This design comes from an exercise in tuning for small area, a short achievable clock period and few clock cycles per item on the open sky130 flow, not from production work. The RTL was checked by simulation tests, not by an equivalence proof against the original design. Power figures rest on the tool's default switching activity, not on a simulated workload.

==> flow/design.v <==
package tomasulo_pkg;
  localparam int data_w   = 32;
  localparam int reg_w    = 3;
  localparam int num_regs = 8;
  localparam int op_w     = 3;
  localparam int instr_w  = 12;
  localparam logic [op_w-1:0] op_nop = 3'd0;
  localparam logic [op_w-1:0] op_ld  = 3'd1;
  localparam logic [op_w-1:0] op_st  = 3'd2;
  localparam logic [op_w-1:0] op_add = 3'd3;
  localparam logic [op_w-1:0] op_mul = 3'd4;
endpackage
`timescale 1ns/10ps
module mul_csa_step (
  input  logic [31:0] a,
  input  logic [5:0] one,
  input  logic [5:0] two,
  input  logic [5:0] neg,
  input  logic [31:0] ps,
  input  logic [31:0] pc,
  output logic [31:0] s,
  output logic [31:0] c,
  output logic [0:0] x
);
  logic [31:0] pp0;
  logic [29:0] pp1;
  logic [27:0] pp2;
  logic [25:0] pp3;
  logic [23:0] pp4;
  logic [21:0] pp5;
  logic t1, t2, t3, t4, t5, t6, t7, t8, t9, t10, t11, t12, t13, t14, t15, t16;
  logic t17, t18, t19, t20, t21, t22, t23, t24, t25, t26, t27, t28, t29, t30, t31, t32;
  logic t33, t34, t35, t36, t37, t38, t39, t40, t41, t42, t43, t44, t45, t46, t47, t48;
  logic t49, t50, t51, t52, t53, t54, t55, t56, t57, t58, t59, t60, t61, t62, t63, t64;
  logic t65, t66, t67, t68, t69, t70, t71, t72, t73, t74, t75, t76, t77, t78, t79, t80;
  logic t81, t82, t83, t84, t85, t86, t87, t88, t89, t90, t91, t92, t93, t94, t95, t96;
  logic t97, t98, t99, t100, t101, t102, t103, t104, t105, t106, t107, t108, t109, t110, t111, t112;
  logic t113, t114, t115, t116, t117, t118, t119, t120, t121, t122, t123, t124, t125, t126, t127, t128;
  logic t129, t130, t131, t132, t133, t134, t135, t136, t137, t138, t139, t140, t141, t142, t143, t144;
  logic t145, t146, t147, t148, t149, t150, t151, t152, t153, t154, t155, t156, t157, t158, t159, t160;
  logic t161, t162, t163, t164, t165, t166, t167, t168, t169, t170, t171, t172, t173, t174, t175, t176;
  logic t177, t178, t179, t180, t181, t182, t183, t184, t185, t186, t187, t188, t189, t190, t191, t192;
  logic t193, t194, t195, t196, t197, t198, t199, t200, t201, t202, t203, t204, t205, t206, t207, t208;
  logic t209, t210, t211, t212, t213, t214, t215, t216, t217, t218, t219, t220, t221, t222, t223, t224;
  logic t225, t226, t227, t228, t229, t230, t231, t232, t233, t234, t235, t236, t237, t238, t239, t240;
  logic t241, t242, t243, t244, t245, t246, t247, t248, t249, t250, t251, t252, t253, t254, t255, t256;
  logic t257, t258, t259, t260, t261, t262, t263, t264, t265, t266, t267, t268, t269, t270, t271, t272;
  logic t273, t274, t275, t276, t277, t278, t279, t280, t281, t282, t283, t284, t285, t286, t287, t288;
  logic t289, t290, t291, t292, t293, t294;
  assign pp0[0] = (one[0] & a[0]) ^ neg[0];
  assign pp0[1] = ((one[0] & a[1]) | (two[0] & a[0])) ^ neg[0];
  assign pp0[2] = ((one[0] & a[2]) | (two[0] & a[1])) ^ neg[0];
  assign pp0[3] = ((one[0] & a[3]) | (two[0] & a[2])) ^ neg[0];
  assign pp0[4] = ((one[0] & a[4]) | (two[0] & a[3])) ^ neg[0];
  assign pp0[5] = ((one[0] & a[5]) | (two[0] & a[4])) ^ neg[0];
  assign pp0[6] = ((one[0] & a[6]) | (two[0] & a[5])) ^ neg[0];
  assign pp0[7] = ((one[0] & a[7]) | (two[0] & a[6])) ^ neg[0];
  assign pp0[8] = ((one[0] & a[8]) | (two[0] & a[7])) ^ neg[0];
  assign pp0[9] = ((one[0] & a[9]) | (two[0] & a[8])) ^ neg[0];
  assign pp0[10] = ((one[0] & a[10]) | (two[0] & a[9])) ^ neg[0];
  assign pp0[11] = ((one[0] & a[11]) | (two[0] & a[10])) ^ neg[0];
  assign pp0[12] = ((one[0] & a[12]) | (two[0] & a[11])) ^ neg[0];
  assign pp0[13] = ((one[0] & a[13]) | (two[0] & a[12])) ^ neg[0];
  assign pp0[14] = ((one[0] & a[14]) | (two[0] & a[13])) ^ neg[0];
  assign pp0[15] = ((one[0] & a[15]) | (two[0] & a[14])) ^ neg[0];
  assign pp0[16] = ((one[0] & a[16]) | (two[0] & a[15])) ^ neg[0];
  assign pp0[17] = ((one[0] & a[17]) | (two[0] & a[16])) ^ neg[0];
  assign pp0[18] = ((one[0] & a[18]) | (two[0] & a[17])) ^ neg[0];
  assign pp0[19] = ((one[0] & a[19]) | (two[0] & a[18])) ^ neg[0];
  assign pp0[20] = ((one[0] & a[20]) | (two[0] & a[19])) ^ neg[0];
  assign pp0[21] = ((one[0] & a[21]) | (two[0] & a[20])) ^ neg[0];
  assign pp0[22] = ((one[0] & a[22]) | (two[0] & a[21])) ^ neg[0];
  assign pp0[23] = ((one[0] & a[23]) | (two[0] & a[22])) ^ neg[0];
  assign pp0[24] = ((one[0] & a[24]) | (two[0] & a[23])) ^ neg[0];
  assign pp0[25] = ((one[0] & a[25]) | (two[0] & a[24])) ^ neg[0];
  assign pp0[26] = ((one[0] & a[26]) | (two[0] & a[25])) ^ neg[0];
  assign pp0[27] = ((one[0] & a[27]) | (two[0] & a[26])) ^ neg[0];
  assign pp0[28] = ((one[0] & a[28]) | (two[0] & a[27])) ^ neg[0];
  assign pp0[29] = ((one[0] & a[29]) | (two[0] & a[28])) ^ neg[0];
  assign pp0[30] = ((one[0] & a[30]) | (two[0] & a[29])) ^ neg[0];
  assign pp0[31] = ((one[0] & a[31]) | (two[0] & a[30])) ^ neg[0];
  assign pp1[0] = (one[1] & a[0]) ^ neg[1];
  assign pp1[1] = ((one[1] & a[1]) | (two[1] & a[0])) ^ neg[1];
  assign pp1[2] = ((one[1] & a[2]) | (two[1] & a[1])) ^ neg[1];
  assign pp1[3] = ((one[1] & a[3]) | (two[1] & a[2])) ^ neg[1];
  assign pp1[4] = ((one[1] & a[4]) | (two[1] & a[3])) ^ neg[1];
  assign pp1[5] = ((one[1] & a[5]) | (two[1] & a[4])) ^ neg[1];
  assign pp1[6] = ((one[1] & a[6]) | (two[1] & a[5])) ^ neg[1];
  assign pp1[7] = ((one[1] & a[7]) | (two[1] & a[6])) ^ neg[1];
  assign pp1[8] = ((one[1] & a[8]) | (two[1] & a[7])) ^ neg[1];
  assign pp1[9] = ((one[1] & a[9]) | (two[1] & a[8])) ^ neg[1];
  assign pp1[10] = ((one[1] & a[10]) | (two[1] & a[9])) ^ neg[1];
  assign pp1[11] = ((one[1] & a[11]) | (two[1] & a[10])) ^ neg[1];
  assign pp1[12] = ((one[1] & a[12]) | (two[1] & a[11])) ^ neg[1];
  assign pp1[13] = ((one[1] & a[13]) | (two[1] & a[12])) ^ neg[1];
  assign pp1[14] = ((one[1] & a[14]) | (two[1] & a[13])) ^ neg[1];
  assign pp1[15] = ((one[1] & a[15]) | (two[1] & a[14])) ^ neg[1];
  assign pp1[16] = ((one[1] & a[16]) | (two[1] & a[15])) ^ neg[1];
  assign pp1[17] = ((one[1] & a[17]) | (two[1] & a[16])) ^ neg[1];
  assign pp1[18] = ((one[1] & a[18]) | (two[1] & a[17])) ^ neg[1];
  assign pp1[19] = ((one[1] & a[19]) | (two[1] & a[18])) ^ neg[1];
  assign pp1[20] = ((one[1] & a[20]) | (two[1] & a[19])) ^ neg[1];
  assign pp1[21] = ((one[1] & a[21]) | (two[1] & a[20])) ^ neg[1];
  assign pp1[22] = ((one[1] & a[22]) | (two[1] & a[21])) ^ neg[1];
  assign pp1[23] = ((one[1] & a[23]) | (two[1] & a[22])) ^ neg[1];
  assign pp1[24] = ((one[1] & a[24]) | (two[1] & a[23])) ^ neg[1];
  assign pp1[25] = ((one[1] & a[25]) | (two[1] & a[24])) ^ neg[1];
  assign pp1[26] = ((one[1] & a[26]) | (two[1] & a[25])) ^ neg[1];
  assign pp1[27] = ((one[1] & a[27]) | (two[1] & a[26])) ^ neg[1];
  assign pp1[28] = ((one[1] & a[28]) | (two[1] & a[27])) ^ neg[1];
  assign pp1[29] = ((one[1] & a[29]) | (two[1] & a[28])) ^ neg[1];
  assign pp2[0] = (one[2] & a[0]) ^ neg[2];
  assign pp2[1] = ((one[2] & a[1]) | (two[2] & a[0])) ^ neg[2];
  assign pp2[2] = ((one[2] & a[2]) | (two[2] & a[1])) ^ neg[2];
  assign pp2[3] = ((one[2] & a[3]) | (two[2] & a[2])) ^ neg[2];
  assign pp2[4] = ((one[2] & a[4]) | (two[2] & a[3])) ^ neg[2];
  assign pp2[5] = ((one[2] & a[5]) | (two[2] & a[4])) ^ neg[2];
  assign pp2[6] = ((one[2] & a[6]) | (two[2] & a[5])) ^ neg[2];
  assign pp2[7] = ((one[2] & a[7]) | (two[2] & a[6])) ^ neg[2];
  assign pp2[8] = ((one[2] & a[8]) | (two[2] & a[7])) ^ neg[2];
  assign pp2[9] = ((one[2] & a[9]) | (two[2] & a[8])) ^ neg[2];
  assign pp2[10] = ((one[2] & a[10]) | (two[2] & a[9])) ^ neg[2];
  assign pp2[11] = ((one[2] & a[11]) | (two[2] & a[10])) ^ neg[2];
  assign pp2[12] = ((one[2] & a[12]) | (two[2] & a[11])) ^ neg[2];
  assign pp2[13] = ((one[2] & a[13]) | (two[2] & a[12])) ^ neg[2];
  assign pp2[14] = ((one[2] & a[14]) | (two[2] & a[13])) ^ neg[2];
  assign pp2[15] = ((one[2] & a[15]) | (two[2] & a[14])) ^ neg[2];
  assign pp2[16] = ((one[2] & a[16]) | (two[2] & a[15])) ^ neg[2];
  assign pp2[17] = ((one[2] & a[17]) | (two[2] & a[16])) ^ neg[2];
  assign pp2[18] = ((one[2] & a[18]) | (two[2] & a[17])) ^ neg[2];
  assign pp2[19] = ((one[2] & a[19]) | (two[2] & a[18])) ^ neg[2];
  assign pp2[20] = ((one[2] & a[20]) | (two[2] & a[19])) ^ neg[2];
  assign pp2[21] = ((one[2] & a[21]) | (two[2] & a[20])) ^ neg[2];
  assign pp2[22] = ((one[2] & a[22]) | (two[2] & a[21])) ^ neg[2];
  assign pp2[23] = ((one[2] & a[23]) | (two[2] & a[22])) ^ neg[2];
  assign pp2[24] = ((one[2] & a[24]) | (two[2] & a[23])) ^ neg[2];
  assign pp2[25] = ((one[2] & a[25]) | (two[2] & a[24])) ^ neg[2];
  assign pp2[26] = ((one[2] & a[26]) | (two[2] & a[25])) ^ neg[2];
  assign pp2[27] = ((one[2] & a[27]) | (two[2] & a[26])) ^ neg[2];
  assign pp3[0] = (one[3] & a[0]) ^ neg[3];
  assign pp3[1] = ((one[3] & a[1]) | (two[3] & a[0])) ^ neg[3];
  assign pp3[2] = ((one[3] & a[2]) | (two[3] & a[1])) ^ neg[3];
  assign pp3[3] = ((one[3] & a[3]) | (two[3] & a[2])) ^ neg[3];
  assign pp3[4] = ((one[3] & a[4]) | (two[3] & a[3])) ^ neg[3];
  assign pp3[5] = ((one[3] & a[5]) | (two[3] & a[4])) ^ neg[3];
  assign pp3[6] = ((one[3] & a[6]) | (two[3] & a[5])) ^ neg[3];
  assign pp3[7] = ((one[3] & a[7]) | (two[3] & a[6])) ^ neg[3];
  assign pp3[8] = ((one[3] & a[8]) | (two[3] & a[7])) ^ neg[3];
  assign pp3[9] = ((one[3] & a[9]) | (two[3] & a[8])) ^ neg[3];
  assign pp3[10] = ((one[3] & a[10]) | (two[3] & a[9])) ^ neg[3];
  assign pp3[11] = ((one[3] & a[11]) | (two[3] & a[10])) ^ neg[3];
  assign pp3[12] = ((one[3] & a[12]) | (two[3] & a[11])) ^ neg[3];
  assign pp3[13] = ((one[3] & a[13]) | (two[3] & a[12])) ^ neg[3];
  assign pp3[14] = ((one[3] & a[14]) | (two[3] & a[13])) ^ neg[3];
  assign pp3[15] = ((one[3] & a[15]) | (two[3] & a[14])) ^ neg[3];
  assign pp3[16] = ((one[3] & a[16]) | (two[3] & a[15])) ^ neg[3];
  assign pp3[17] = ((one[3] & a[17]) | (two[3] & a[16])) ^ neg[3];
  assign pp3[18] = ((one[3] & a[18]) | (two[3] & a[17])) ^ neg[3];
  assign pp3[19] = ((one[3] & a[19]) | (two[3] & a[18])) ^ neg[3];
  assign pp3[20] = ((one[3] & a[20]) | (two[3] & a[19])) ^ neg[3];
  assign pp3[21] = ((one[3] & a[21]) | (two[3] & a[20])) ^ neg[3];
  assign pp3[22] = ((one[3] & a[22]) | (two[3] & a[21])) ^ neg[3];
  assign pp3[23] = ((one[3] & a[23]) | (two[3] & a[22])) ^ neg[3];
  assign pp3[24] = ((one[3] & a[24]) | (two[3] & a[23])) ^ neg[3];
  assign pp3[25] = ((one[3] & a[25]) | (two[3] & a[24])) ^ neg[3];
  assign pp4[0] = (one[4] & a[0]) ^ neg[4];
  assign pp4[1] = ((one[4] & a[1]) | (two[4] & a[0])) ^ neg[4];
  assign pp4[2] = ((one[4] & a[2]) | (two[4] & a[1])) ^ neg[4];
  assign pp4[3] = ((one[4] & a[3]) | (two[4] & a[2])) ^ neg[4];
  assign pp4[4] = ((one[4] & a[4]) | (two[4] & a[3])) ^ neg[4];
  assign pp4[5] = ((one[4] & a[5]) | (two[4] & a[4])) ^ neg[4];
  assign pp4[6] = ((one[4] & a[6]) | (two[4] & a[5])) ^ neg[4];
  assign pp4[7] = ((one[4] & a[7]) | (two[4] & a[6])) ^ neg[4];
  assign pp4[8] = ((one[4] & a[8]) | (two[4] & a[7])) ^ neg[4];
  assign pp4[9] = ((one[4] & a[9]) | (two[4] & a[8])) ^ neg[4];
  assign pp4[10] = ((one[4] & a[10]) | (two[4] & a[9])) ^ neg[4];
  assign pp4[11] = ((one[4] & a[11]) | (two[4] & a[10])) ^ neg[4];
  assign pp4[12] = ((one[4] & a[12]) | (two[4] & a[11])) ^ neg[4];
  assign pp4[13] = ((one[4] & a[13]) | (two[4] & a[12])) ^ neg[4];
  assign pp4[14] = ((one[4] & a[14]) | (two[4] & a[13])) ^ neg[4];
  assign pp4[15] = ((one[4] & a[15]) | (two[4] & a[14])) ^ neg[4];
  assign pp4[16] = ((one[4] & a[16]) | (two[4] & a[15])) ^ neg[4];
  assign pp4[17] = ((one[4] & a[17]) | (two[4] & a[16])) ^ neg[4];
  assign pp4[18] = ((one[4] & a[18]) | (two[4] & a[17])) ^ neg[4];
  assign pp4[19] = ((one[4] & a[19]) | (two[4] & a[18])) ^ neg[4];
  assign pp4[20] = ((one[4] & a[20]) | (two[4] & a[19])) ^ neg[4];
  assign pp4[21] = ((one[4] & a[21]) | (two[4] & a[20])) ^ neg[4];
  assign pp4[22] = ((one[4] & a[22]) | (two[4] & a[21])) ^ neg[4];
  assign pp4[23] = ((one[4] & a[23]) | (two[4] & a[22])) ^ neg[4];
  assign pp5[0] = (one[5] & a[0]) ^ neg[5];
  assign pp5[1] = ((one[5] & a[1]) | (two[5] & a[0])) ^ neg[5];
  assign pp5[2] = ((one[5] & a[2]) | (two[5] & a[1])) ^ neg[5];
  assign pp5[3] = ((one[5] & a[3]) | (two[5] & a[2])) ^ neg[5];
  assign pp5[4] = ((one[5] & a[4]) | (two[5] & a[3])) ^ neg[5];
  assign pp5[5] = ((one[5] & a[5]) | (two[5] & a[4])) ^ neg[5];
  assign pp5[6] = ((one[5] & a[6]) | (two[5] & a[5])) ^ neg[5];
  assign pp5[7] = ((one[5] & a[7]) | (two[5] & a[6])) ^ neg[5];
  assign pp5[8] = ((one[5] & a[8]) | (two[5] & a[7])) ^ neg[5];
  assign pp5[9] = ((one[5] & a[9]) | (two[5] & a[8])) ^ neg[5];
  assign pp5[10] = ((one[5] & a[10]) | (two[5] & a[9])) ^ neg[5];
  assign pp5[11] = ((one[5] & a[11]) | (two[5] & a[10])) ^ neg[5];
  assign pp5[12] = ((one[5] & a[12]) | (two[5] & a[11])) ^ neg[5];
  assign pp5[13] = ((one[5] & a[13]) | (two[5] & a[12])) ^ neg[5];
  assign pp5[14] = ((one[5] & a[14]) | (two[5] & a[13])) ^ neg[5];
  assign pp5[15] = ((one[5] & a[15]) | (two[5] & a[14])) ^ neg[5];
  assign pp5[16] = ((one[5] & a[16]) | (two[5] & a[15])) ^ neg[5];
  assign pp5[17] = ((one[5] & a[17]) | (two[5] & a[16])) ^ neg[5];
  assign pp5[18] = ((one[5] & a[18]) | (two[5] & a[17])) ^ neg[5];
  assign pp5[19] = ((one[5] & a[19]) | (two[5] & a[18])) ^ neg[5];
  assign pp5[20] = ((one[5] & a[20]) | (two[5] & a[19])) ^ neg[5];
  assign pp5[21] = ((one[5] & a[21]) | (two[5] & a[20])) ^ neg[5];
  assign t1 = pp0[10] ^ pp1[8];
  assign t2 = pp0[10] & pp1[8];
  assign t3 = pp0[11] ^ pp1[9];
  assign t4 = pp0[11] & pp1[9];
  assign t5 = pp0[12] ^ pp1[10] ^ pp2[8];
  assign t6 = (pp0[12] & pp1[10]) | (pp0[12] & pp2[8]) | (pp1[10] & pp2[8]);
  assign t7 = pp3[6] ^ pp4[4];
  assign t8 = pp3[6] & pp4[4];
  assign t9 = pp0[13] ^ pp1[11] ^ pp2[9];
  assign t10 = (pp0[13] & pp1[11]) | (pp0[13] & pp2[9]) | (pp1[11] & pp2[9]);
  assign t11 = pp3[7] ^ pp4[5] ^ pp5[3];
  assign t12 = (pp3[7] & pp4[5]) | (pp3[7] & pp5[3]) | (pp4[5] & pp5[3]);
  assign t13 = pp0[14] ^ pp1[12] ^ pp2[10];
  assign t14 = (pp0[14] & pp1[12]) | (pp0[14] & pp2[10]) | (pp1[12] & pp2[10]);
  assign t15 = pp3[8] ^ pp4[6] ^ pp5[4];
  assign t16 = (pp3[8] & pp4[6]) | (pp3[8] & pp5[4]) | (pp4[6] & pp5[4]);
  assign t17 = pp0[15] ^ pp1[13] ^ pp2[11];
  assign t18 = (pp0[15] & pp1[13]) | (pp0[15] & pp2[11]) | (pp1[13] & pp2[11]);
  assign t19 = pp3[9] ^ pp4[7] ^ pp5[5];
  assign t20 = (pp3[9] & pp4[7]) | (pp3[9] & pp5[5]) | (pp4[7] & pp5[5]);
  assign t21 = pp0[16] ^ pp1[14] ^ pp2[12];
  assign t22 = (pp0[16] & pp1[14]) | (pp0[16] & pp2[12]) | (pp1[14] & pp2[12]);
  assign t23 = pp3[10] ^ pp4[8] ^ pp5[6];
  assign t24 = (pp3[10] & pp4[8]) | (pp3[10] & pp5[6]) | (pp4[8] & pp5[6]);
  assign t25 = pp0[17] ^ pp1[15] ^ pp2[13];
  assign t26 = (pp0[17] & pp1[15]) | (pp0[17] & pp2[13]) | (pp1[15] & pp2[13]);
  assign t27 = pp3[11] ^ pp4[9] ^ pp5[7];
  assign t28 = (pp3[11] & pp4[9]) | (pp3[11] & pp5[7]) | (pp4[9] & pp5[7]);
  assign t29 = pp0[18] ^ pp1[16] ^ pp2[14];
  assign t30 = (pp0[18] & pp1[16]) | (pp0[18] & pp2[14]) | (pp1[16] & pp2[14]);
  assign t31 = pp3[12] ^ pp4[10] ^ pp5[8];
  assign t32 = (pp3[12] & pp4[10]) | (pp3[12] & pp5[8]) | (pp4[10] & pp5[8]);
  assign t33 = pp0[19] ^ pp1[17] ^ pp2[15];
  assign t34 = (pp0[19] & pp1[17]) | (pp0[19] & pp2[15]) | (pp1[17] & pp2[15]);
  assign t35 = pp3[13] ^ pp4[11] ^ pp5[9];
  assign t36 = (pp3[13] & pp4[11]) | (pp3[13] & pp5[9]) | (pp4[11] & pp5[9]);
  assign t37 = pp0[20] ^ pp1[18] ^ pp2[16];
  assign t38 = (pp0[20] & pp1[18]) | (pp0[20] & pp2[16]) | (pp1[18] & pp2[16]);
  assign t39 = pp3[14] ^ pp4[12] ^ pp5[10];
  assign t40 = (pp3[14] & pp4[12]) | (pp3[14] & pp5[10]) | (pp4[12] & pp5[10]);
  assign t41 = pp0[21] ^ pp1[19] ^ pp2[17];
  assign t42 = (pp0[21] & pp1[19]) | (pp0[21] & pp2[17]) | (pp1[19] & pp2[17]);
  assign t43 = pp3[15] ^ pp4[13] ^ pp5[11];
  assign t44 = (pp3[15] & pp4[13]) | (pp3[15] & pp5[11]) | (pp4[13] & pp5[11]);
  assign t45 = pp0[22] ^ pp1[20] ^ pp2[18];
  assign t46 = (pp0[22] & pp1[20]) | (pp0[22] & pp2[18]) | (pp1[20] & pp2[18]);
  assign t47 = pp3[16] ^ pp4[14] ^ pp5[12];
  assign t48 = (pp3[16] & pp4[14]) | (pp3[16] & pp5[12]) | (pp4[14] & pp5[12]);
  assign t49 = pp0[23] ^ pp1[21] ^ pp2[19];
  assign t50 = (pp0[23] & pp1[21]) | (pp0[23] & pp2[19]) | (pp1[21] & pp2[19]);
  assign t51 = pp3[17] ^ pp4[15] ^ pp5[13];
  assign t52 = (pp3[17] & pp4[15]) | (pp3[17] & pp5[13]) | (pp4[15] & pp5[13]);
  assign t53 = pp0[24] ^ pp1[22] ^ pp2[20];
  assign t54 = (pp0[24] & pp1[22]) | (pp0[24] & pp2[20]) | (pp1[22] & pp2[20]);
  assign t55 = pp3[18] ^ pp4[16] ^ pp5[14];
  assign t56 = (pp3[18] & pp4[16]) | (pp3[18] & pp5[14]) | (pp4[16] & pp5[14]);
  assign t57 = pp0[25] ^ pp1[23] ^ pp2[21];
  assign t58 = (pp0[25] & pp1[23]) | (pp0[25] & pp2[21]) | (pp1[23] & pp2[21]);
  assign t59 = pp3[19] ^ pp4[17] ^ pp5[15];
  assign t60 = (pp3[19] & pp4[17]) | (pp3[19] & pp5[15]) | (pp4[17] & pp5[15]);
  assign t61 = pp0[26] ^ pp1[24] ^ pp2[22];
  assign t62 = (pp0[26] & pp1[24]) | (pp0[26] & pp2[22]) | (pp1[24] & pp2[22]);
  assign t63 = pp3[20] ^ pp4[18] ^ pp5[16];
  assign t64 = (pp3[20] & pp4[18]) | (pp3[20] & pp5[16]) | (pp4[18] & pp5[16]);
  assign t65 = pp0[27] ^ pp1[25] ^ pp2[23];
  assign t66 = (pp0[27] & pp1[25]) | (pp0[27] & pp2[23]) | (pp1[25] & pp2[23]);
  assign t67 = pp3[21] ^ pp4[19] ^ pp5[17];
  assign t68 = (pp3[21] & pp4[19]) | (pp3[21] & pp5[17]) | (pp4[19] & pp5[17]);
  assign t69 = pp0[28] ^ pp1[26] ^ pp2[24];
  assign t70 = (pp0[28] & pp1[26]) | (pp0[28] & pp2[24]) | (pp1[26] & pp2[24]);
  assign t71 = pp3[22] ^ pp4[20] ^ pp5[18];
  assign t72 = (pp3[22] & pp4[20]) | (pp3[22] & pp5[18]) | (pp4[20] & pp5[18]);
  assign t73 = pp0[29] ^ pp1[27] ^ pp2[25];
  assign t74 = (pp0[29] & pp1[27]) | (pp0[29] & pp2[25]) | (pp1[27] & pp2[25]);
  assign t75 = pp3[23] ^ pp4[21] ^ pp5[19];
  assign t76 = (pp3[23] & pp4[21]) | (pp3[23] & pp5[19]) | (pp4[21] & pp5[19]);
  assign t77 = pp0[30] ^ pp1[28] ^ pp2[26];
  assign t78 = (pp0[30] & pp1[28]) | (pp0[30] & pp2[26]) | (pp1[28] & pp2[26]);
  assign t79 = pp3[24] ^ pp4[22] ^ pp5[20];
  assign t80 = (pp3[24] & pp4[22]) | (pp3[24] & pp5[20]) | (pp4[22] & pp5[20]);
  assign t81 = pp0[31] ^ pp1[29] ^ pp2[27];
  assign t82 = pp3[25] ^ pp4[23] ^ pp5[21];
  assign t83 = pp0[6] ^ pp1[4];
  assign t84 = pp0[6] & pp1[4];
  assign t85 = pp0[7] ^ pp1[5];
  assign t86 = pp0[7] & pp1[5];
  assign t87 = pp0[8] ^ pp1[6] ^ pp2[4];
  assign t88 = (pp0[8] & pp1[6]) | (pp0[8] & pp2[4]) | (pp1[6] & pp2[4]);
  assign t89 = pp3[2] ^ pp4[0];
  assign t90 = pp3[2] & pp4[0];
  assign t91 = pp0[9] ^ pp1[7] ^ pp2[5];
  assign t92 = (pp0[9] & pp1[7]) | (pp0[9] & pp2[5]) | (pp1[7] & pp2[5]);
  assign t93 = pp3[3] ^ pp4[1];
  assign t94 = pp3[3] & pp4[1];
  assign t95 = t1 ^ pp2[6] ^ pp3[4];
  assign t96 = (t1 & pp2[6]) | (t1 & pp3[4]) | (pp2[6] & pp3[4]);
  assign t97 = pp4[2] ^ pp5[0] ^ neg[5];
  assign t98 = (pp4[2] & pp5[0]) | (pp4[2] & neg[5]) | (pp5[0] & neg[5]);
  assign t99 = t3 ^ pp2[7] ^ pp3[5];
  assign t100 = (t3 & pp2[7]) | (t3 & pp3[5]) | (pp2[7] & pp3[5]);
  assign t101 = pp4[3] ^ pp5[1] ^ t2;
  assign t102 = (pp4[3] & pp5[1]) | (pp4[3] & t2) | (pp5[1] & t2);
  assign t103 = t5 ^ t7 ^ pp5[2];
  assign t104 = (t5 & t7) | (t5 & pp5[2]) | (t7 & pp5[2]);
  assign t105 = ps[0] ^ pc[0] ^ t4;
  assign t106 = (ps[0] & pc[0]) | (ps[0] & t4) | (pc[0] & t4);
  assign t107 = t9 ^ t11 ^ ps[1];
  assign t108 = (t9 & t11) | (t9 & ps[1]) | (t11 & ps[1]);
  assign t109 = pc[1] ^ t6 ^ t8;
  assign t110 = (pc[1] & t6) | (pc[1] & t8) | (t6 & t8);
  assign t111 = t13 ^ t15 ^ ps[2];
  assign t112 = (t13 & t15) | (t13 & ps[2]) | (t15 & ps[2]);
  assign t113 = pc[2] ^ t10 ^ t12;
  assign t114 = (pc[2] & t10) | (pc[2] & t12) | (t10 & t12);
  assign t115 = t17 ^ t19 ^ ps[3];
  assign t116 = (t17 & t19) | (t17 & ps[3]) | (t19 & ps[3]);
  assign t117 = pc[3] ^ t14 ^ t16;
  assign t118 = (pc[3] & t14) | (pc[3] & t16) | (t14 & t16);
  assign t119 = t21 ^ t23 ^ ps[4];
  assign t120 = (t21 & t23) | (t21 & ps[4]) | (t23 & ps[4]);
  assign t121 = pc[4] ^ t18 ^ t20;
  assign t122 = (pc[4] & t18) | (pc[4] & t20) | (t18 & t20);
  assign t123 = t25 ^ t27 ^ ps[5];
  assign t124 = (t25 & t27) | (t25 & ps[5]) | (t27 & ps[5]);
  assign t125 = pc[5] ^ t22 ^ t24;
  assign t126 = (pc[5] & t22) | (pc[5] & t24) | (t22 & t24);
  assign t127 = t29 ^ t31 ^ ps[6];
  assign t128 = (t29 & t31) | (t29 & ps[6]) | (t31 & ps[6]);
  assign t129 = pc[6] ^ t26 ^ t28;
  assign t130 = (pc[6] & t26) | (pc[6] & t28) | (t26 & t28);
  assign t131 = t33 ^ t35 ^ ps[7];
  assign t132 = (t33 & t35) | (t33 & ps[7]) | (t35 & ps[7]);
  assign t133 = pc[7] ^ t30 ^ t32;
  assign t134 = (pc[7] & t30) | (pc[7] & t32) | (t30 & t32);
  assign t135 = t37 ^ t39 ^ ps[8];
  assign t136 = (t37 & t39) | (t37 & ps[8]) | (t39 & ps[8]);
  assign t137 = pc[8] ^ t34 ^ t36;
  assign t138 = (pc[8] & t34) | (pc[8] & t36) | (t34 & t36);
  assign t139 = t41 ^ t43 ^ ps[9];
  assign t140 = (t41 & t43) | (t41 & ps[9]) | (t43 & ps[9]);
  assign t141 = pc[9] ^ t38 ^ t40;
  assign t142 = (pc[9] & t38) | (pc[9] & t40) | (t38 & t40);
  assign t143 = t45 ^ t47 ^ ps[10];
  assign t144 = (t45 & t47) | (t45 & ps[10]) | (t47 & ps[10]);
  assign t145 = pc[10] ^ t42 ^ t44;
  assign t146 = (pc[10] & t42) | (pc[10] & t44) | (t42 & t44);
  assign t147 = t49 ^ t51 ^ ps[11];
  assign t148 = (t49 & t51) | (t49 & ps[11]) | (t51 & ps[11]);
  assign t149 = pc[11] ^ t46 ^ t48;
  assign t150 = (pc[11] & t46) | (pc[11] & t48) | (t46 & t48);
  assign t151 = t53 ^ t55 ^ ps[12];
  assign t152 = (t53 & t55) | (t53 & ps[12]) | (t55 & ps[12]);
  assign t153 = pc[12] ^ t50 ^ t52;
  assign t154 = (pc[12] & t50) | (pc[12] & t52) | (t50 & t52);
  assign t155 = t57 ^ t59 ^ ps[13];
  assign t156 = (t57 & t59) | (t57 & ps[13]) | (t59 & ps[13]);
  assign t157 = pc[13] ^ t54 ^ t56;
  assign t158 = (pc[13] & t54) | (pc[13] & t56) | (t54 & t56);
  assign t159 = t61 ^ t63 ^ ps[14];
  assign t160 = (t61 & t63) | (t61 & ps[14]) | (t63 & ps[14]);
  assign t161 = pc[14] ^ t58 ^ t60;
  assign t162 = (pc[14] & t58) | (pc[14] & t60) | (t58 & t60);
  assign t163 = t65 ^ t67 ^ ps[15];
  assign t164 = (t65 & t67) | (t65 & ps[15]) | (t67 & ps[15]);
  assign t165 = pc[15] ^ t62 ^ t64;
  assign t166 = (pc[15] & t62) | (pc[15] & t64) | (t62 & t64);
  assign t167 = t69 ^ t71 ^ ps[16];
  assign t168 = (t69 & t71) | (t69 & ps[16]) | (t71 & ps[16]);
  assign t169 = pc[16] ^ t66 ^ t68;
  assign t170 = (pc[16] & t66) | (pc[16] & t68) | (t66 & t68);
  assign t171 = t73 ^ t75 ^ ps[17];
  assign t172 = (t73 & t75) | (t73 & ps[17]) | (t75 & ps[17]);
  assign t173 = pc[17] ^ t70 ^ t72;
  assign t174 = (pc[17] & t70) | (pc[17] & t72) | (t70 & t72);
  assign t175 = t77 ^ t79 ^ ps[18];
  assign t176 = (t77 & t79) | (t77 & ps[18]) | (t79 & ps[18]);
  assign t177 = pc[18] ^ t74 ^ t76;
  assign t178 = (pc[18] & t74) | (pc[18] & t76) | (t74 & t76);
  assign t179 = t81 ^ t82 ^ ps[19];
  assign t180 = pc[19] ^ t78 ^ t80;
  assign t181 = pp0[4] ^ pp1[2];
  assign t182 = pp0[4] & pp1[2];
  assign t183 = pp0[5] ^ pp1[3];
  assign t184 = pp0[5] & pp1[3];
  assign t185 = t83 ^ pp2[2] ^ pp3[0];
  assign t186 = (t83 & pp2[2]) | (t83 & pp3[0]) | (pp2[2] & pp3[0]);
  assign t187 = t85 ^ pp2[3] ^ pp3[1];
  assign t188 = (t85 & pp2[3]) | (t85 & pp3[1]) | (pp2[3] & pp3[1]);
  assign t189 = t87 ^ t89 ^ neg[4];
  assign t190 = (t87 & t89) | (t87 & neg[4]) | (t89 & neg[4]);
  assign t191 = t91 ^ t93 ^ t88;
  assign t192 = (t91 & t93) | (t91 & t88) | (t93 & t88);
  assign t193 = t95 ^ t97 ^ t92;
  assign t194 = (t95 & t97) | (t95 & t92) | (t97 & t92);
  assign t195 = t99 ^ t101 ^ t96;
  assign t196 = (t99 & t101) | (t99 & t96) | (t101 & t96);
  assign t197 = t103 ^ t105 ^ t100;
  assign t198 = (t103 & t105) | (t103 & t100) | (t105 & t100);
  assign t199 = t107 ^ t109 ^ t104;
  assign t200 = (t107 & t109) | (t107 & t104) | (t109 & t104);
  assign t201 = t111 ^ t113 ^ t108;
  assign t202 = (t111 & t113) | (t111 & t108) | (t113 & t108);
  assign t203 = t115 ^ t117 ^ t112;
  assign t204 = (t115 & t117) | (t115 & t112) | (t117 & t112);
  assign t205 = t119 ^ t121 ^ t116;
  assign t206 = (t119 & t121) | (t119 & t116) | (t121 & t116);
  assign t207 = t123 ^ t125 ^ t120;
  assign t208 = (t123 & t125) | (t123 & t120) | (t125 & t120);
  assign t209 = t127 ^ t129 ^ t124;
  assign t210 = (t127 & t129) | (t127 & t124) | (t129 & t124);
  assign t211 = t131 ^ t133 ^ t128;
  assign t212 = (t131 & t133) | (t131 & t128) | (t133 & t128);
  assign t213 = t135 ^ t137 ^ t132;
  assign t214 = (t135 & t137) | (t135 & t132) | (t137 & t132);
  assign t215 = t139 ^ t141 ^ t136;
  assign t216 = (t139 & t141) | (t139 & t136) | (t141 & t136);
  assign t217 = t143 ^ t145 ^ t140;
  assign t218 = (t143 & t145) | (t143 & t140) | (t145 & t140);
  assign t219 = t147 ^ t149 ^ t144;
  assign t220 = (t147 & t149) | (t147 & t144) | (t149 & t144);
  assign t221 = t151 ^ t153 ^ t148;
  assign t222 = (t151 & t153) | (t151 & t148) | (t153 & t148);
  assign t223 = t155 ^ t157 ^ t152;
  assign t224 = (t155 & t157) | (t155 & t152) | (t157 & t152);
  assign t225 = t159 ^ t161 ^ t156;
  assign t226 = (t159 & t161) | (t159 & t156) | (t161 & t156);
  assign t227 = t163 ^ t165 ^ t160;
  assign t228 = (t163 & t165) | (t163 & t160) | (t165 & t160);
  assign t229 = t167 ^ t169 ^ t164;
  assign t230 = (t167 & t169) | (t167 & t164) | (t169 & t164);
  assign t231 = t171 ^ t173 ^ t168;
  assign t232 = (t171 & t173) | (t171 & t168) | (t173 & t168);
  assign t233 = t175 ^ t177 ^ t172;
  assign t234 = (t175 & t177) | (t175 & t172) | (t177 & t172);
  assign t235 = t179 ^ t180 ^ t176;
  assign t236 = pp0[2] ^ pp1[0];
  assign t237 = pp0[2] & pp1[0];
  assign t238 = pp0[3] ^ pp1[1];
  assign t239 = pp0[3] & pp1[1];
  assign t240 = t181 ^ pp2[0] ^ neg[2];
  assign t241 = (t181 & pp2[0]) | (t181 & neg[2]) | (pp2[0] & neg[2]);
  assign t242 = t183 ^ pp2[1] ^ t182;
  assign t243 = (t183 & pp2[1]) | (t183 & t182) | (pp2[1] & t182);
  assign t244 = t185 ^ neg[3] ^ t184;
  assign t245 = (t185 & neg[3]) | (t185 & t184) | (neg[3] & t184);
  assign t246 = t187 ^ t84 ^ t186;
  assign t247 = (t187 & t84) | (t187 & t186) | (t84 & t186);
  assign t248 = t189 ^ t86 ^ t188;
  assign t249 = (t189 & t86) | (t189 & t188) | (t86 & t188);
  assign t250 = t191 ^ t90 ^ t190;
  assign t251 = (t191 & t90) | (t191 & t190) | (t90 & t190);
  assign t252 = t193 ^ t94 ^ t192;
  assign t253 = (t193 & t94) | (t193 & t192) | (t94 & t192);
  assign t254 = t195 ^ t98 ^ t194;
  assign t255 = (t195 & t98) | (t195 & t194) | (t98 & t194);
  assign t256 = t197 ^ t102 ^ t196;
  assign t257 = (t197 & t102) | (t197 & t196) | (t102 & t196);
  assign t258 = t199 ^ t106 ^ t198;
  assign t259 = (t199 & t106) | (t199 & t198) | (t106 & t198);
  assign t260 = t201 ^ t110 ^ t200;
  assign t261 = (t201 & t110) | (t201 & t200) | (t110 & t200);
  assign t262 = t203 ^ t114 ^ t202;
  assign t263 = (t203 & t114) | (t203 & t202) | (t114 & t202);
  assign t264 = t205 ^ t118 ^ t204;
  assign t265 = (t205 & t118) | (t205 & t204) | (t118 & t204);
  assign t266 = t207 ^ t122 ^ t206;
  assign t267 = (t207 & t122) | (t207 & t206) | (t122 & t206);
  assign t268 = t209 ^ t126 ^ t208;
  assign t269 = (t209 & t126) | (t209 & t208) | (t126 & t208);
  assign t270 = t211 ^ t130 ^ t210;
  assign t271 = (t211 & t130) | (t211 & t210) | (t130 & t210);
  assign t272 = t213 ^ t134 ^ t212;
  assign t273 = (t213 & t134) | (t213 & t212) | (t134 & t212);
  assign t274 = t215 ^ t138 ^ t214;
  assign t275 = (t215 & t138) | (t215 & t214) | (t138 & t214);
  assign t276 = t217 ^ t142 ^ t216;
  assign t277 = (t217 & t142) | (t217 & t216) | (t142 & t216);
  assign t278 = t219 ^ t146 ^ t218;
  assign t279 = (t219 & t146) | (t219 & t218) | (t146 & t218);
  assign t280 = t221 ^ t150 ^ t220;
  assign t281 = (t221 & t150) | (t221 & t220) | (t150 & t220);
  assign t282 = t223 ^ t154 ^ t222;
  assign t283 = (t223 & t154) | (t223 & t222) | (t154 & t222);
  assign t284 = t225 ^ t158 ^ t224;
  assign t285 = (t225 & t158) | (t225 & t224) | (t158 & t224);
  assign t286 = t227 ^ t162 ^ t226;
  assign t287 = (t227 & t162) | (t227 & t226) | (t162 & t226);
  assign t288 = t229 ^ t166 ^ t228;
  assign t289 = (t229 & t166) | (t229 & t228) | (t166 & t228);
  assign t290 = t231 ^ t170 ^ t230;
  assign t291 = (t231 & t170) | (t231 & t230) | (t170 & t230);
  assign t292 = t233 ^ t174 ^ t232;
  assign t293 = (t233 & t174) | (t233 & t232) | (t174 & t232);
  assign t294 = t235 ^ t178;
  assign s[0] = pp0[0];
  assign c[0] = neg[0];
  assign s[1] = pp0[1];
  assign c[1] = 1'b0;
  assign s[2] = t236;
  assign c[2] = neg[1];
  assign s[3] = t238;
  assign c[3] = t237;
  assign s[4] = t240;
  assign c[4] = t239;
  assign s[5] = t242;
  assign c[5] = t241;
  assign s[6] = t244;
  assign c[6] = t243;
  assign s[7] = t246;
  assign c[7] = t245;
  assign s[8] = t248;
  assign c[8] = t247;
  assign s[9] = t250;
  assign c[9] = t249;
  assign s[10] = t252;
  assign c[10] = t251;
  assign s[11] = t254;
  assign c[11] = t253;
  assign s[12] = t256;
  assign c[12] = t255;
  assign s[13] = t258;
  assign c[13] = t257;
  assign s[14] = t260;
  assign c[14] = t259;
  assign s[15] = t262;
  assign c[15] = t261;
  assign s[16] = t264;
  assign c[16] = t263;
  assign s[17] = t266;
  assign c[17] = t265;
  assign s[18] = t268;
  assign c[18] = t267;
  assign s[19] = t270;
  assign c[19] = t269;
  assign s[20] = t272;
  assign c[20] = t271;
  assign s[21] = t274;
  assign c[21] = t273;
  assign s[22] = t276;
  assign c[22] = t275;
  assign s[23] = t278;
  assign c[23] = t277;
  assign s[24] = t280;
  assign c[24] = t279;
  assign s[25] = t282;
  assign c[25] = t281;
  assign s[26] = t284;
  assign c[26] = t283;
  assign s[27] = t286;
  assign c[27] = t285;
  assign s[28] = t288;
  assign c[28] = t287;
  assign s[29] = t290;
  assign c[29] = t289;
  assign s[30] = t292;
  assign c[30] = t291;
  assign s[31] = t294;
  assign c[31] = t234;
  assign x[0] = t293;
endmodule
`timescale 1ns/10ps
module tomasulo_core (
  input  logic                             clk,
  input  logic                             rst,
  input  logic                             instr_req,
  input  logic [tomasulo_pkg::instr_w-1:0] instr,
  input  logic [tomasulo_pkg::reg_w-1:0]   dbg_addr,
  output logic                             instr_ack,
  output logic [tomasulo_pkg::data_w-1:0]  dbg_data,
  output logic                             dbg_busy,
  output logic                             wb_valid,
  output logic [tomasulo_pkg::reg_w-1:0]   wb_dest,
  output logic [tomasulo_pkg::data_w-1:0]  wb_data
);
  localparam int Q = 3;
  logic [Q-1:0] q_v;
  logic [Q-1:0] q_mul;
  logic [2:0]   q_dest [Q];
  logic [2:0]   q_sa   [Q];
  logic [2:0]   q_sb   [Q];
  logic [1:0] step;
  logic [31:0] ps;
  logic [31:0] pc;
  logic [0:0] px;
  logic [0:0] nx;
  logic [31:0] regs [1:7];
  logic [5:0] b_one;
  logic [5:0] b_two;
  logic [5:0] b_neg;
  logic [2:0]  op;
  logic [2:0]  i_dest;
  logic [2:0]  i_sa;
  logic [2:0]  i_sb;
  logic        i_add;
  logic        i_mul;
  logic        i_alu;
  logic        accept;
  logic        push;
  logic        pop;
  logic        mstep;
  logic        mlast;
  logic [31:0] rd_a;
  logic [31:0] rd_b;
  logic [31:0] sum;
  logic [31:0] ns;
  logic [31:0] nc;
  logic [31:0] wd_hi;
  logic [12:0] nd;
  logic [12:0] dsel;
  logic [2:0]  nh_sa;
  logic [2:0]  nh_sb;
  logic [8:0] pf;
  logic [12:0] pfd;
  assign {op, i_dest, i_sa, i_sb} = instr;
  assign i_add = (op == tomasulo_pkg::op_add);
  assign i_mul = (op == tomasulo_pkg::op_mul);
  assign i_alu = i_add || i_mul;
  assign mstep = q_v[0] && q_mul[0] && (step != 2'd3);
  assign pop   = q_v[0] && !mstep;
  assign mlast = q_v[0] && q_mul[0] && (step == 2'd2);
  assign accept = instr_req && !instr_ack && (!i_alu || !q_v[Q-1] || pop);
  assign push   = accept && i_alu;
  always_ff @(posedge clk) begin
    if (rst) begin
      instr_ack <= 1'b0;
    end else if (accept) begin
      instr_ack <= 1'b1;
    end else if (!instr_req) begin
      instr_ack <= 1'b0;
    end
  end
  logic [Q-1:0] q_here;
  logic [Q:0]   q_vx;
  assign q_vx = {1'b0, q_v};
  always_comb begin
    for (int i = 0; i < Q; i++) begin
      if (pop) begin
        q_here[i] = push && q_vx[i] && !q_vx[i + 1];
      end else begin
        q_here[i] = push && !q_vx[i] && ((i == 0) || q_vx[(i + Q) % (Q + 1)]);
      end
    end
  end
  always_ff @(posedge clk) begin
    if (rst) begin
      q_v  <= '0;
      step <= '0;
    end else begin
      for (int i = 0; i < Q; i++) begin
        q_v[i] <= (pop ? q_vx[i + 1] : q_v[i]) || q_here[i];
      end
      if (pop) begin
        step <= '0;
      end else if (mstep) begin
        step <= step + 1'b1;
      end
    end
  end
  always_ff @(posedge clk) begin
    for (int i = 0; i < Q; i++) begin
      if (q_here[i]) begin
        q_mul[i]  <= i_mul;
        q_dest[i] <= i_dest;
        q_sa[i]   <= i_sa;
        q_sb[i]   <= i_sb;
      end else if (pop && (i + 1 < Q)) begin
        q_mul[i]  <= q_mul[(i + 1) % Q];
        q_dest[i] <= q_dest[(i + 1) % Q];
        q_sa[i]   <= q_sa[(i + 1) % Q];
        q_sb[i]   <= q_sb[(i + 1) % Q];
      end else if ((i == 0) && mlast) begin
        q_sa[i] <= 3'd0;
        q_sb[i] <= 3'd0;
      end
    end
  end
  always_comb begin
    rd_a = {ps[31] ^ (^px), ps[30:0]};
    rd_b = pc;
    for (int k = 1; k < 8; k++) begin
      if (q_sa[0] == 3'(k)) rd_a = regs[k];
      if (q_sb[0] == 3'(k)) rd_b = regs[k];
    end
  end
  assign sum = rd_a + rd_b;
  always_comb begin
    case (step)
      2'd0: nd = {rd_b[23:12], rd_b[11]};
      2'd1: nd = {rd_b[11:0], 1'b0};
      default: nd = '0;
    endcase
  end
  assign nh_sa = (pop && q_v[1 % Q] && (Q > 1)) ? q_sa[1 % Q] : i_sa;
  assign nh_sb = (pop && q_v[1 % Q] && (Q > 1)) ? q_sb[1 % Q] : i_sb;
  always_comb begin
    pf = '0;
    for (int k = 1; k < 8; k++) begin
      if (nh_sb == 3'(k)) pf = regs[k][31:23];
    end
    if (pop && (q_dest[0] == nh_sb) && (nh_sb != 3'd0)) pf = sum[31:23];
  end
  assign pfd = {4'b0, pf[8:1], pf[0]};
  always_comb begin
    if (mstep) begin
      dsel = ((q_sa[0] == 3'd0) || (q_sb[0] == 3'd0)) ? '0 : nd;
    end else begin
      dsel = ((nh_sa == 3'd0) || (nh_sb == 3'd0)) ? '0 : pfd;
      dsel[12:9] = '0;
    end
  end
  always_ff @(posedge clk) begin
    for (int i = 0; i < 6; i++) begin
      b_one[i] <= dsel[2 * i + 1] ^ dsel[2 * i];
      b_two[i] <= (dsel[2 * i + 2] & ~dsel[2 * i + 1] & ~dsel[2 * i]) |
                  (~dsel[2 * i + 2] & dsel[2 * i + 1] & dsel[2 * i]);
      b_neg[i] <= dsel[2 * i + 2];
    end
  end
  mul_csa_step csa_inst (.a(rd_a), .one(b_one), .two(b_two), .neg(b_neg),
                         .ps(ps), .pc(pc), .s(ns), .c(nc), .x(nx));
  always_ff @(posedge clk) begin
    if (rst || !mstep) begin
      ps <= '0;
      pc <= '0;
      px <= '0;
    end else begin
      ps <= ns;
      pc <= nc;
      px <= nx;
    end
  end
  assign wd_hi = rst ? 32'd0 : sum;
  always_ff @(posedge clk) begin
    for (int k = 1; k < 8; k++) begin
      if (rst || (pop && (q_dest[0] == 3'(k)))) begin
        regs[k] <= {wd_hi[31:3], rst ? 3'(k) : sum[2:0]};
      end
    end
  end
  always_ff @(posedge clk) begin
    if (rst) begin
      wb_valid <= 1'b0;
    end else begin
      wb_valid <= pop;
    end
    wb_dest <= q_dest[0];
    wb_data <= sum;
  end
  always_comb begin
    dbg_data = '0;
    for (int k = 1; k < 8; k++) begin
      if (dbg_addr == 3'(k)) dbg_data = regs[k];
    end
  end
  always_comb begin
    dbg_busy = wb_valid && (wb_dest == dbg_addr);
    for (int i = 0; i < Q; i++) begin
      if (q_v[i] && (q_dest[i] == dbg_addr)) dbg_busy = 1'b1;
    end
    if (dbg_addr == 3'd0) dbg_busy = 1'b0;
  end
endmodule
==> flow/flow/run.sh <==
#!/bin/bash
# Own layout flow: the standard flow, run whole through standard.sh
# (so synthesis is the standard one), with one change to placement: the
# buffers that global placement puts on every input and output port are
# sky130_fd_sc_hd__buf_2 cells rather than the resizer's default pick.
set -euo pipefail
cp standard.sh standard_sh.log
echo "export BUFFER_PORTS_ARGS = -buffer_cell sky130_fd_sc_hd__buf_2" >> config.mk
cp config.mk config_mk.log
bash standard.sh > standard.log 2>&1
==> flow/standard.sh <==
#!/bin/bash
# synth_recipe.tcl (not shown) runs the flow's synth.tcl, then flattens the netlist and writes it again
# the make line also repeats each setting of config.mk as NAME=value (left out here)
make -C /OpenROAD-flow-scripts/flow DESIGN_CONFIG=/design/flow/config.mk WORK_HOME=/design/flow/orfs CLKGATE_MAP_FILE= SYNTH_SCRIPT=/design/flow/synth_recipe.tcl "${@:-finish}"
==> flow/config.mk <==
export PLATFORM = sky130hd
export DESIGN_NAME = tomasulo_core
export DESIGN_NICKNAME = tomasulo_core
export VERILOG_FILES = /design/flow/design.v
export SDC_FILE = /design/flow/constraint.sdc
export NUM_CORES = 4
export LEC_CHECK = 0
export CAP_MARGIN = 20
export CORE_MARGIN = 2
export CORE_UTILIZATION = 55
export CTS_BUF_LIST = sky130_fd_sc_hd__clkbuf_16
export CTS_CLUSTER_DIAMETER = 120
export CTS_CLUSTER_SIZE = 24
export SETUP_SLACK_MARGIN = 4.5
export SLEW_MARGIN = 20
export BUFFER_PORTS_ARGS = -buffer_cell sky130_fd_sc_hd__buf_2
==> flow/constraint.sdc <==
create_clock -name core_clock -period 9.0 [get_ports {clk}]
set_input_delay 1.8000 -clock core_clock [delete_from_list [all_inputs] [get_ports {clk}]]
set_output_delay 1.8000 -clock core_clock [all_outputs]
set_load 0.01 [all_outputs]
==> results.txt <==
Hold Path Stages=2; CP Max Fanout=6; routability cong.=0.9577; global routing usage on met2=61.21%; initial core utilization=55.60%; die footprint=49940 sq um; RSZ-0062 raised after global routing=yes; DP HPWL=65490 um; router iterations before antenna repair=6; total grt overflow=0; cell count after synthesis=2318; initial antenna violation count=8; Flop pwr share=23.6%; Core Box Area=47650 sq um; layout cells sized above 1=37.56%; crit path launch type=input port; Peak supply drop=279.7 uV; Arrival @ worst endpoint=3110 ps; clock buffer count from CTS=20; vias in the first global route=21280; fin. max-slew vios=0; Tmin final=4908 ps; Fin. Hold Viols=0; r2r setup slk=4280 ps; Net Count, Synth=2514; worst-path cell chain=buf_12 -> buf_12 -> buf_4 -> buf_12 -> mux2_2 -> a22o_1 -> nand2_1 -> nand3_2 -> buf_6; Sw Ratio=47.00%; Initial DRC Count=3708; chip height=223.5 um; Worst R2R Path Depth=16; worst slew pin tran=1252 ps; max incr delay on CP=260 ps; kind of critical path=in2out; global-route wire length before repair=151200 um; Hold EP=q_mul[1]; Hold Buf Count CTS=0; row count=80; # IOs=88; power density over the cells=408.8 nW/um^2; # fillers=3462; Critical Path Start=dbg_addr[0]; slowest cell on the critical path=mux2_2; Clock Latency Late Sink=620 ps; hold path startpoint=q_mul[2]; RR Endpoint=ps[23]; Reg clk slew, reported paths=100 ps; final period utilization=54.54%; Yosys warnings=5; Internal Power=0.007079 W; P_leak=12.81 nW; Synth Cell Area=26490 sq um; CTS tree=yes; Net Switching=0.006277 W; Max Freq=203.7 MHz; via count=22220; sequential area share after synthesis=38.16%; Root Driver=clkbuf_16; I/O Buffers=87; most common cell after layout, fill and taps aside=edfxtp_1; # DRC=0; nets=2720; outcome=complete, no violations; clock power share=7.9%; Yosys cell types=82; final setup violation count=0; share of the synthesized area in the top cell type=28.79%; Comb power frac=68.5%; clock sink count=378; clock skew=44.24 ps; Post-synth EDFFs=254; min-delay worst type=reg2reg; routed length per placed instance=33.69 um; met1 Usage GRT=57.54%; RR Startpoint=q_sa[0][0]; ys async rst share=0%; Area Overhead vs Synth=23.34%; H-Tree Depth=1; DIE WIDTH=223.5 um; Worst Path Required=7200 ps; drt total wl=106300 um; MaxCap Viol Count=0; setup TNS=0 ps; Setup crit end kind=output pin; deepest clock path buffer count=3; top post-synthesis cells by area=edfxtp_1, fa_1, mux4_2; Top cell by count, worst path=buf_12; gr usage total=42.10%; DRT antenna net count=0; largest net degree at the start of global routing=45; Synth Register Bits=378; Mean Syn Cell Area=11.43 sq um; busiest layer in global routing=met2; most frequent cells in the layout=edfxtp_1, buf_4, inv_1; post-synth top area cell=edfxtp_1; Vias/cell=7.046; Worst Hold Margin=540.2 ps; M3 GR Usage=15.08%; max_slew headroom=16.41%; ys flop type=edfxtp_1
stage by stage:
step           util, %  area, sq um  worst slack, ps  cells  power (W)
2_1_floorplan        -        26640             4306   2318   0.007928
3_3_place_gp     57.38        27340             2870   2880    0.01031
3_5_place_dp     57.49        27390             2839   2882    0.01035
4_1_cts          65.22        31080             4107   3082    0.01226
5_1_grt          68.57        32670             4044   3152    0.01422
6_report         68.58        32670             4092   3154    0.01336
layer usage:
metal  up-vias  wire length, um
met4         2             5680
met3       359            15980
li1       8883                -
met1     11180            39250
met5         -               13
met2      1801            45330
synthesized netlist by cell type (9+ instances only):
master and n:
edfxtp_1 254, a22oi_1 215, inv_1 170, nand2_1 134, fa_1 131, xor2_1 126
dfxtp_1 124, mux4_2 112, clkbuf_1 108, xnor2_1 97, mux2_2 83, nor2_1 72
and2_1 66, a21oi_1 63, o21ai_0 60, mux2i_1 56, ha_1 47, nand3_1 47
buf_2 45, nor2b_1 40, buf_1 21, a21o_1 18, nor3_1 17, a22o_1 16
a221oi_1 13, o22ai_1 13, a31oi_1 12, nand2b_1 10, nand4_1 10, buf_4 9
o211ai_1 9
worst max-delay path: cells and delay by family:
| kind | cells | cell delay [ps] |
|---|---|---|
| muxes | 1 | 260 |
| buffers and inverters | 5 | 670 |
| AOI/OAI and AO/OA | 1 | 180 |
| and+or+nand+nor | 2 | 190 |
flip-flops by register name (all words and copies together), names as in the netlist:
name and flops:
regs 224, wb_valid 1, q_sa 9, q_sb 9
b_one 6, px 1, wb_data 32, q_dest 9
wb_dest 3, q_mul 3, pc 31, b_neg 6
q_v 3, instr_ack 1, ps 32, b_two 6
step 2
logic make-up after synthesis:
group / after synthesis / synth area share, %
flip-flops: 378 / 38.16
AND/OR/NAND/NOR: 428 / 8.100
buffers and inverters: 356 / 5.422
multiplexers: 251 / 15.17
XOR/XNOR: 223 / 7.373
AO/OA/AOI/OAI: 504 / 13.65
adder cells (fa/ha/maj): 178 / 12.12
worst max-delay path by stage:
stage,to,depth (start not counted)
detailed placement,dbg_data[16],7
floorplan,dbg_data[11],8
global route,dbg_data[16],9
CTS,dbg_data[16],9
global placement,dbg_data[16],7
finish,dbg_data[14],9
power groups by stage:
| stage | combinational [W] | clock (W) | sequential [W] |
|---|---|---|---|
| after CTS | 0.00811 | 0.00106 | 0.00309 |
| after global placement | 0.00720 | 0 | 0.00311 |
| after global routing | 0.00992 | 0.00112 | 0.00318 |
| after detailed placement | 0.00723 | 0 | 0.00312 |
| after floorplan | 0.00500 | 0 | 0.00293 |
| final | 0.00915 | 0.00106 | 0.00315 |
repair_timing:
action,in CTS,in global routing
endpoints found under the setup margin,272,237
resized for setup,299,247
endpoints found under the hold margin,0,0
cloned,27,3
buffers inserted,138,67
pin swaps,149,169
final cells by class:
| cell class | instances | area [sq um] | area share, % |
|---|---|---|---|
| antenna | 2 | 5.005 | 0.01532 |
| multi-input combinational | 1597 | 16930 | 51.81 |
| inverter | 172 | 651.9 | 1.995 |
| timing repair buffer | 355 | 3585 | 10.97 |
| clock buffer | 20 | 500.5 | 1.532 |
| sequential | 378 | 10120 | 30.97 |
| tap | 615 | 769.5 | 2.355 |
| clock inverter | 15 | 116.4 | 0.3561 |
Testbench counts, summed over its fixed seeds: cycles 9,877, instrs 4,800.

==> separate check: timing with driven ports <==
The flow's constraints put no driver on any port. The routed layout listed below was extracted and timed again, unchanged, in two steps.
Step 1 sets driving cells, clkbuf_16 on the clock port and buf_2 on the other inputs (assumed; they add their load-dependent delay and slew).
Step 2 adds t to the input delays and takes it off the output delays; t is the mean of the earliest and latest rising clock arrival at the registers after step 1. Input paths then give back, and output paths get back, about the clock's delay inside the block.
Slacks: ideal / step 1 / step 2; pairs: ideal / step 1.
t (ns): 0.655
slack for setup (ns): 4.092 / 4.028 / 4.028
hold slack, ns: 0.540 / 0.540 / 0.540
worst setup path after step 2: input to output
After both steps setup and hold are still met in this run. For this run, drivers alone change the setup slack by -0.064 ns; drivers and shift together by -0.064 ns.
